From an optimization exercise on the open Yosys and OpenROAD flow, aimed at small area, a short achievable clock period and few clock cycles per item; shortcuts taken in it are not production practice. Only simulation tests tie the RTL to the original design; equivalence was not proved.

## aes_inv_sub_bytes
module aes_inv_sub_bytes (
  input  logic         i_clk,
  input  logic         i_rst,
  input  logic         i_valid,
  input  logic [127:0] i_data,
  output logic         o_ready,
  output logic         o_valid,
  input  logic         i_ready,
  output logic [127:0] o_data
);
Size: roughly 2800 cells after synthesis, roughly 260 I/O pins, ~29000 um^2 of cells after synthesis.
export LEC_CHECK = 0
export CAP_MARGIN = 20
export CORE_MARGIN = 2
export CORE_UTILIZATION = 40
export CTS_BUF_LIST = sky130_fd_sc_hd__clkbuf_4 sky130_fd_sc_hd__clkbuf_8
export SLEW_MARGIN = 20
create_clock -name core_clock -period 20.0 [get_ports {i_clk}]
standard.sh (not shown) runs the stock make flow with config.mk's settings and CLKGATE_MAP_FILE= SYNTH_SCRIPT=/design/flow/synth_recipe.tcl, a recipe that flattens the netlist after the stock synthesis.
==> flow/flow/run.sh <==
#!/bin/bash
# Standard ORFS layout (the standard.sh), except that:
#  - Yosys's final ABC technology mapping uses flow/map.abc instead of ORFS's speed script
#    (all other synthesis steps, and so the registers and their names, are the standard ones);
#  - the make variables listed in flow/make_args (one VAR=value per line) are added.
set -euo pipefail
W=$PWD
{
  cat <<'TCL'
proc abc {args} {
  set i [lsearch -exact $args -script]
  if {$i >= 0} { lset args [expr {$i + 1}] $::env(FLOW_ABC_SCRIPT) }
  yosys abc {*}$args
}
TCL
  cat "$W/synth_recipe.tcl"
} > "$W/flow_synth.tcl"
sed "s#$W/synth_recipe.tcl#$W/flow_synth.tcl#g" "$W/standard.sh" > "$W/flow_standard.sh"
grep -q flow_synth.tcl "$W/flow_standard.sh"
export FLOW_ABC_SCRIPT="$W/flow/map.abc"
args=()
if [[ -f "$W/flow/make_args" ]]; then
  while IFS= read -r line; do
    [[ -n "$line" && "$line" != \#* ]] && args+=("$line")
  done < "$W/flow/make_args"
fi
bash "$W/flow_standard.sh" "${args[@]}" finish > "$W/flow_make.log" 2>&1
==> flow/flow/make_args <==
BUFFER_PORTS_ARGS=-buffer_cell sky130_fd_sc_hd__buf_2
SETUP_SLACK_MARGIN=14.8
==> flow/flow/map.abc <==
&get -n
&st
&dch -f
&nf -R 1000
&put
Testbench counts at the start, summed over its fixed seeds: cycles 400, items 384.
Edit:
==> flow/flow/run.sh (replaced) <==
#!/bin/bash
# Standard ORFS layout (the standard.sh), except that Yosys's final ABC technology mapping
# uses an area-oriented script (flow/map.abc) instead of ORFS's speed script. All other
# synthesis steps, and so the registers and their names, are the standard synthesis's.
set -euo pipefail
W=$PWD
{
  cat <<'TCL'
proc abc {args} {
  set i [lsearch -exact $args -script]
  if {$i >= 0} { lset args [expr {$i + 1}] $::env(FLOW_ABC_SCRIPT) }
  yosys abc {*}$args
}
TCL
  cat "$W/synth_recipe.tcl"
} > "$W/flow_synth.tcl"
sed "s#$W/synth_recipe.tcl#$W/flow_synth.tcl#g" "$W/standard.sh" > "$W/flow_standard.sh"
grep -q flow_synth.tcl "$W/flow_standard.sh"
export FLOW_ABC_SCRIPT="$W/flow/map.abc"
bash "$W/flow_standard.sh" finish > "$W/flow_make.log" 2>&1
Settings changed: CTS_BUF_LIST sky130_fd_sc_hd__clkbuf_4 sky130_fd_sc_hd__clkbuf_8 to unset.
removed: flow/flow/make_args
After rerunning: The new run completed with no timing, DRC or antenna violations; cell count drops by roughly a tenth; clock-buffer cell count falls by 43; via count is lower by about a fifth; hold slack hardly moves; cell area drops by a quarter to a third.

========
The RTL this note starts from:
==> flow/design.v <==
module aes_inv_sub_bytes (
  input  logic         i_clk,
  input  logic         i_rst,
  input  logic         i_valid,
  input  logic [127:0] i_data,
  output logic         o_ready,
  output logic         o_valid,
  input  logic         i_ready,
  output logic [127:0] o_data
);
  logic [127:0] mapped, in_q, skid_q, out_q, sub;
  logic         in_v_q, skid_v_q, out_v_q, ready_q;
  logic         take, out_free, in_load, skid_v_d;
  for (genvar k = 0; k < 16; k++) begin : g_byte
    aes_inv_sub_bytes_map u_map (.a(i_data[8*k +: 8]), .y(mapped[8*k +: 8]));
    aes_inv_sub_bytes_inv u_inv (.a(in_q[8*k +: 8]), .y(sub[8*k +: 8]));
  end
  assign take     = ready_q & i_valid;
  assign out_free = ~out_v_q | i_ready;             
  assign in_load  = out_free | ~in_v_q;             
  assign skid_v_d = skid_v_q ? ~out_free : (take & in_v_q & ~out_free);
  always_ff @(posedge i_clk or posedge i_rst) begin
    if (i_rst) begin
      in_v_q   <= 1'b0;
      skid_v_q <= 1'b0;
      out_v_q  <= 1'b0;
      ready_q  <= 1'b1;
    end else begin
      if (out_free) out_v_q <= in_v_q;
      if (in_load)  in_v_q  <= skid_v_q | take;
      skid_v_q <= skid_v_d;
      ready_q  <= ~skid_v_d;
    end
  end
  always_ff @(posedge i_clk) begin
    if (out_free) out_q  <= sub;
    if (in_load)  in_q   <= skid_v_q ? skid_q : mapped;
    if (!skid_v_q) skid_q <= mapped;
  end
  assign o_ready = ready_q;
  assign o_valid = out_v_q;
  assign o_data  = out_q;
endmodule
module aes_inv_sub_bytes_map (
  input  logic [7:0] a,
  output logic [7:0] y
);
  logic n0, n1, n2, n3, n4, n5, n6, n7, n8, n9, n10, n11, n12, n13, n14, n15;
  assign n0 = a[0] ^ a[1];
  assign n1 = n0 ^ a[2];
  assign n2 = n1 ^ a[5];
  assign n3 = ~n2;
  assign n4 = a[2] ^ a[4];
  assign n5 = n4 ^ a[5];
  assign n6 = ~n5;
  assign n7 = a[0] ^ a[5];
  assign n8 = n0 ^ a[5];
  assign n9 = ~n8;
  assign n10 = n2 ^ a[6];
  assign n11 = n0 ^ a[7];
  assign n12 = a[3] ^ a[5];
  assign n13 = n12 ^ a[6];
  assign n14 = a[1] ^ a[4];
  assign n15 = n14 ^ a[6];
  assign y = {n15, n13, n11, n10, n9, n7, n6, n3};
endmodule
module aes_inv_sub_bytes_inv (
  input  logic [7:0] a,
  output logic [7:0] y
);
  logic n0, n1, n2, n3, n4, n5, n6, n7, n8, n9, n10, n11, n12, n13, n14, n15, n16, n17, n18, n19, n20, n21, n22, n23, n24, n25, n26, n27, n28, n29, n30, n31, n32, n33, n34, n35, n36, n37, n38, n39, n40, n41, n42, n43, n44, n45, n46, n47, n48, n49, n50, n51, n52, n53, n54, n55, n56, n57, n58, n59, n60, n61, n62, n63, n64, n65, n66, n67, n68, n69, n70, n71, n72, n73, n74, n75, n76, n77, n78, n79, n80, n81, n82, n83, n84, n85, n86, n87, n88, n89, n90, n91, n92, n93, n94, n95, n96, n97, n98, n99, n100, n101, n102, n103, n104, n105, n106, n107, n108, n109, n110, n111, n112, n113, n114, n115, n116, n117, n118, n119, n120, n121, n122, n123, n124, n125, n126, n127, n128, n129, n130, n131, n132, n133, n134, n135, n136, n137, n138, n139, n140, n141, n142, n143, n144, n145, n146, n147;
  assign n0 = a[4] ^ a[0];
  assign n1 = a[5] ^ a[1];
  assign n2 = a[6] ^ a[2];
  assign n3 = a[7] ^ a[3];
  assign n4 = n2 ^ n0;
  assign n5 = n3 ^ n1;
  assign n6 = n5 ^ n4;
  assign n7 = n6 ^ n4;
  assign n8 = n7 ^ n6;
  assign n9 = n1 ^ n0;
  assign n10 = n9 ^ n0;
  assign n11 = n9 ^ n8;
  assign n12 = n10 ^ n6;
  assign n13 = n3 ^ n2;
  assign n14 = n13 ^ n2;
  assign n15 = n13 ^ n8;
  assign n16 = n14 ^ n6;
  assign n17 = n15 ^ n11;
  assign n18 = n16 ^ n12;
  assign n19 = n18 ^ n17;
  assign n20 = n19 ^ n18;
  assign n21 = n12 ^ n11;
  assign n22 = n21 ^ n11;
  assign n23 = n11 ^ n20;
  assign n24 = n22 ^ n18;
  assign n25 = n16 ^ n15;
  assign n26 = n25 ^ n20;
  assign n27 = n15 ^ n18;
  assign n28 = a[6] ^ a[4];
  assign n29 = a[7] ^ a[5];
  assign n30 = a[2] ^ a[0];
  assign n31 = a[3] ^ a[1];
  assign n32 = n29 ^ n28;
  assign n33 = n31 ^ n30;
  assign n34 = n32 & n33;
  assign n35 = n28 & n30;
  assign n36 = n29 & n31;
  assign n37 = n36 ^ n35;
  assign n38 = n34 ^ n35;
  assign n39 = n38 ^ n37;
  assign n40 = a[5] ^ a[4];
  assign n41 = a[1] ^ a[0];
  assign n42 = n40 & n41;
  assign n43 = a[4] & a[0];
  assign n44 = a[5] & a[1];
  assign n45 = n44 ^ n43;
  assign n46 = n42 ^ n43;
  assign n47 = n45 ^ n39;
  assign n48 = n46 ^ n37;
  assign n49 = a[7] ^ a[6];
  assign n50 = a[3] ^ a[2];
  assign n51 = n49 & n50;
  assign n52 = a[6] & a[2];
  assign n53 = a[7] & a[3];
  assign n54 = n53 ^ n52;
  assign n55 = n51 ^ n52;
  assign n56 = n54 ^ n39;
  assign n57 = n55 ^ n37;
  assign n58 = n23 ^ n47;
  assign n59 = n24 ^ n48;
  assign n60 = n26 ^ n56;
  assign n61 = n27 ^ n57;
  assign n62 = n60 ^ n58;
  assign n63 = n61 ^ n59;
  assign n64 = n63 ^ n62;
  assign n65 = n64 ^ n62;
  assign n66 = n65 ^ n64;
  assign n67 = n61 ^ n60;
  assign n68 = n59 ^ n58;
  assign n69 = n67 & n68;
  assign n70 = n60 & n58;
  assign n71 = n61 & n59;
  assign n72 = n71 ^ n70;
  assign n73 = n69 ^ n70;
  assign n74 = n66 ^ n72;
  assign n75 = n64 ^ n73;
  assign n76 = n75 ^ n74;
  assign n77 = n75 ^ n76;
  assign n78 = n77 & n67;
  assign n79 = n76 & n60;
  assign n80 = n75 & n61;
  assign n81 = n80 ^ n79;
  assign n82 = n78 ^ n79;
  assign n83 = n77 & n68;
  assign n84 = n76 & n58;
  assign n85 = n75 & n59;
  assign n86 = n85 ^ n84;
  assign n87 = n83 ^ n84;
  assign n88 = n86 ^ n81;
  assign n89 = n87 ^ n82;
  assign n90 = n89 ^ n88;
  assign n91 = n90 & n32;
  assign n92 = n88 & n28;
  assign n93 = n89 & n29;
  assign n94 = n93 ^ n92;
  assign n95 = n91 ^ n92;
  assign n96 = n95 ^ n94;
  assign n97 = n82 ^ n81;
  assign n98 = n97 & n40;
  assign n99 = n81 & a[4];
  assign n100 = n82 & a[5];
  assign n101 = n100 ^ n99;
  assign n102 = n98 ^ n99;
  assign n103 = n101 ^ n96;
  assign n104 = n102 ^ n94;
  assign n105 = n87 ^ n86;
  assign n106 = n105 & n49;
  assign n107 = n86 & a[6];
  assign n108 = n87 & a[7];
  assign n109 = n108 ^ n107;
  assign n110 = n106 ^ n107;
  assign n111 = n109 ^ n96;
  assign n112 = n110 ^ n94;
  assign n113 = n90 & n33;
  assign n114 = n88 & n30;
  assign n115 = n89 & n31;
  assign n116 = n115 ^ n114;
  assign n117 = n113 ^ n114;
  assign n118 = n117 ^ n116;
  assign n119 = n97 & n41;
  assign n120 = n81 & a[0];
  assign n121 = n82 & a[1];
  assign n122 = n121 ^ n120;
  assign n123 = n119 ^ n120;
  assign n124 = n122 ^ n118;
  assign n125 = n123 ^ n116;
  assign n126 = n105 & n50;
  assign n127 = n86 & a[2];
  assign n128 = n87 & a[3];
  assign n129 = n128 ^ n127;
  assign n130 = n126 ^ n127;
  assign n131 = n129 ^ n118;
  assign n132 = n130 ^ n116;
  assign n133 = n103 ^ n125;
  assign n134 = n111 ^ n131;
  assign n135 = n103 ^ n104;
  assign n136 = n135 ^ n111;
  assign n137 = n136 ^ n112;
  assign n138 = n137 ^ n125;
  assign n139 = n103 ^ n111;
  assign n140 = n139 ^ n112;
  assign n141 = n104 ^ n112;
  assign n142 = n141 ^ n124;
  assign n143 = n142 ^ n131;
  assign n144 = n143 ^ n132;
  assign n145 = n141 ^ n125;
  assign n146 = n135 ^ n131;
  assign n147 = n146 ^ n132;
  assign y = {n132, n147, n145, n144, n140, n138, n134, n133};
endmodule
export LEC_CHECK = 0
export CAP_MARGIN = 20
export CORE_MARGIN = 2
export CORE_UTILIZATION = 65
export CTS_BUF_LIST = sky130_fd_sc_hd__clkbuf_4 sky130_fd_sc_hd__clkbuf_8
export PLACE_DENSITY = 0.75
export SLEW_MARGIN = 20
create_clock -name core_clock -period 20.0 [get_ports {i_clk}]
==> flow/flow/run.sh <==
#!/bin/bash
# Standard ORFS layout (the standard.sh), except that:
#  - Yosys's final ABC technology mapping uses flow/map.abc instead of ORFS's speed script
#    (all other synthesis steps, and so the registers and their names, are the standard ones);
#  - the make variables listed in flow/make_args (one VAR=value per line) are added.
set -euo pipefail
W=$PWD
{
  cat <<'TCL'
proc abc {args} {
  set i [lsearch -exact $args -script]
  if {$i >= 0} { lset args [expr {$i + 1}] $::env(FLOW_ABC_SCRIPT) }
  yosys abc {*}$args
}
TCL
  cat "$W/synth_recipe.tcl"
} > "$W/flow_synth.tcl"
sed "s#$W/synth_recipe.tcl#$W/flow_synth.tcl#g" "$W/standard.sh" > "$W/flow_standard.sh"
grep -q flow_synth.tcl "$W/flow_standard.sh"
export FLOW_ABC_SCRIPT="$W/flow/map.abc"
args=()
if [[ -f "$W/flow/make_args" ]]; then
  while IFS= read -r line; do
    [[ -n "$line" && "$line" != \#* ]] && args+=("$line")
  done < "$W/flow/make_args"
fi
bash "$W/flow_standard.sh" "${args[@]}" finish > "$W/flow_make.log" 2>&1
==> flow/flow/make_args <==
BUFFER_PORTS_ARGS=-buffer_cell sky130_fd_sc_hd__buf_1
SETUP_SLACK_MARGIN=14.8
Scripts as last shown in full above: flow/flow/map.abc
The first run ran to the end with no violations.
Testbench counts at the start, summed over its fixed seeds: cycles 400, items 384.
Change:
==> flow/flow/make_args (replaced) <==
BUFFER_PORTS_ARGS=-buffer_cell sky130_fd_sc_hd__buf_1
SETUP_SLACK_MARGIN=13.9
- The new run passed the timing, DRC and antenna checks
- global-route usage fell by 0.63 points
- setup slack is worse by 0.38 ns
- wire length drops by about a fifth
- worst hold slack degrades by 0.0031 ns

## re-timing with driven ports
The flow's constraints put no driver on any port. The routed layouts listed below were extracted and timed again, unchanged, in two steps.
Step 1: set_driving_cell puts a clkbuf_16 on i_clk and a buf_2 on each other input, an assumption about the parent block.
Step 2, shift: input delay + t, output delay - t, t = (earliest + latest rising clock arrival at the registers) / 2. This alone moves slack from input paths to output paths.
a / b / c = ideal / step 1 / step 2; a / b = the first two.
| run | t, ns | setup WS [ns] | worst setup path at the end | clock arrival spread, ns |
|---|---|---|---|---|
| the first run of note 1 | 0.694 | 14.626 / 14.626 / 14.249 | input to register | 0.030 / 0.030 |
| the second run of note 1 | 0.640 | 13.720 / 13.720 / 13.608 | input to register | 0.024 / 0.024 |
| the first run of note 2 | 0.699 | 14.696 / 14.644 / 14.296 | input to register | 0.038 / 0.038 |
| the second run of note 2 | 0.693 | 14.318 / 14.318 / 14.020 | input to register | 0.031 / 0.031 |
After both steps every run listed still meets setup and hold. The setup slack of the first run of note 2, which loses most, moves by -0.052 ns with the drivers and by -0.400 ns with both steps.
